Background: an optimization exercise with open tools, aiming at small area, a short achievable clock period and few clock cycles. Do not read the settings as production practice.
The RTL was checked by simulation tests, not by an equivalence proof against the original design.
Power and IR drop assume default switching activity.

run 1:
## rv_pipeline
module rv_pipeline (
    input  logic               clk,
    input  logic               rst_n,
    output pipe_pkg::mem_addr_t imem_addr,
    input  pipe_pkg::word_t     imem_rdata,
    output logic               dmem_ren,
    output logic               dmem_wen,
    output pipe_pkg::mem_addr_t dmem_addr,
    output pipe_pkg::word_t     dmem_wdata,
    input  pipe_pkg::word_t     dmem_rdata
);
Size: ~4700 cells after synthesis, ~0.060 mm2 of cells after synthesis.
Settings: LEC_CHECK=0, CAP_MARGIN=20, CORE_MARGIN=2, CORE_UTILIZATION=50, CTS_CLUSTER_DIAMETER=70, CTS_CLUSTER_SIZE=24, SETUP_SLACK_MARGIN=3.5, SLEW_MARGIN=20; clock period 6.3 ns.
run.sh (not shown) runs the stock make flow with config.mk's settings and CLKGATE_MAP_FILE= SYNTH_SCRIPT=/design/flow/synth_recipe.tcl, a recipe that flattens the netlist after the stock synthesis.
The final layout from run 1, which completed every stage, passed the timing, DRC and antenna checks at the end of the flow.
Testbench counts of run 1, summed over its fixed seeds: cycles 10,922.
For run 2, these inputs were changed with respect to run 1:
- a change of SETUP_SLACK_MARGIN from 3.5 to 3.3
- a deleted CTS_CLUSTER_SIZE that had been 24
- a deleted CTS_CLUSTER_DIAMETER that had been 70
### Flow results
Run 1 vs run 2, standard cell with the maximum stage delay on the critical path: sky130_fd_sc_hd__dfxtp_4 vs sky130_fd_sc_hd__nor3_1. Run 1 → run 2: share of total power consumed by net switching now sits lower, number of clock buffers in the layout higher, wire length now smaller, post-placement cell area essentially unchanged, non-clock buffer count dropped 115.
The following lists how run 3 was set up differently from run 2:
- a change of SETUP_SLACK_MARGIN from 3.3 to 3.5
==> summary.txt <==
- Going from run 2 to run 3, setup slack grew by 0.091 ns, sum of routed wire length over all layers grew by about 2%, number of non-clock buffers grew by about 25%, worst voltage drop across the vdd grid shrank by about 6%.
- In the tables for run 2 and run 3, portion of total power attributed to the clock network reads higher with run 2.
- The area added between synthesis and finish of run 3 exceeds that of run 2 by 2.6 points.
- Net total in the final layout: lower on run 2
- [run 3 vs run 2] internal portion of total power: lower in run 3
- In the reports for run 2 and run 3, the smaller proportion of cell area occupied by registers belongs to run 3.
Input-level comparison between run 4 and run 3:
- changing CORE_UTILIZATION from 50 to 60
Notes after the runs:
Every stage of the flow completed for run 4, and the final layout passed the timing, DRC and antenna checks.
The lower met1 usage in global routing of run 3 and run 4 is in run 3.
Share of the clock period used by the worst path: run 3 vs run 4, no meaningful difference
Run 4: normalized max-slew margin is 9.6 points higher than what run 3 reported.
Total length of routed met3 wires sits higher in run 4 than in run 3.

---

== trial 54 ==
Another version of the RTL of rv_pipeline (not shown whole).
Size in the first run: ~4,900 cells after synthesis, ~1,400 flip-flops, ~160 I/O pins, roughly 61,000 um^2 of cells after synthesis.
export LEC_CHECK = 0
export CAP_MARGIN = 20
export CORE_MARGIN = 2
export CORE_UTILIZATION = 50
export SETUP_SLACK_MARGIN = 3.5
export SLEW_MARGIN = 20
create_clock -name core_clock -period 6.3 [get_ports {clk}]
Testbench counts of trial 54, summed over its fixed seeds: cycles 10,922.
--- input diff trial 54..build 63 ---
- CTS_CLUSTER_DIAMETER newly set to 70
- SETUP_SLACK_MARGIN changed from 3.5 to 3.3
- CTS_CLUSTER_SIZE newly set to 24
--- outcome ---
Build 63: filler cell count higher than trial 54
Build 63 ended up with a lower fraction of final layout cells with drive strength greater than 1 than trial 54 did.
Library cell contributing the largest single delay on the critical path = sky130_fd_sc_hd__fa_2: trial 54; library cell contributing the largest single delay on the critical path = sky130_fd_sc_hd__o21ai_0: build 63
Summary of build 63 over trial 54: synthesized area now sits at about the same level, wire length dropped about 4%, total area of sequential cells ~0 delta.
Delay of the slowest critical-path stage up 120 ps in build 63 wrt trial 54
On area overhead of the layout relative to synthesis: between trial 54 and build 63, it ends up lower for build 63.
Comparing trial 54 and build 63, the lower number of vias in the routed layout is on build 63.
Delta(first-pass GRT wire length, build 63 - trial 54) < 0
Worst setup margin on build 63 is behind trial 54.
Build 63: flow completed, timing, DRC and antenna clean

## port drivers added, routing unchanged
The results above use ideal ports. As a check the final layouts listed here were re-extracted and re-timed, cells and wires unchanged. Step 1 assumes that a clkbuf_16 drives the clock port and a buf_2 every other input. Step 2 also shifts input and output timing later by t, the mid clock arrival at the registers, as if the neighbouring blocks saw the same clock. a / b / c = ideal ports / drivers / drivers and shift; a / b = the first two.
| run | shift t [ns] | setup WS [ns] | hold WS [ns] |
|---|---|---|---|
| run 1 | 0.833 | 3.177 / 3.177 / 2.714 | 0.394 / 0.394 / 0.394 |
| run 2 | 0.879 | 3.126 / 3.126 / 2.508 | 0.398 / 0.398 / 0.398 |
| run 3 | 0.865 | 3.217 / 3.217 / 2.772 | 0.390 / 0.390 / 0.390 |
| run 4 | 0.841 | 3.208 / 3.208 / 2.678 | 0.381 / 0.381 / 0.381 |
| trial 54 | 0.892 | 3.303 / 3.303 / 2.731 | 0.329 / 0.329 / 0.329 |
| build 63 | 0.821 | 3.204 / 3.204 / 2.653 | 0.309 / 0.309 / 0.309 |
After both steps every run listed still meets setup and hold. The setup slack of run 2, which loses most, moves by 0.000 ns with the drivers and by -0.618 ns with both steps.
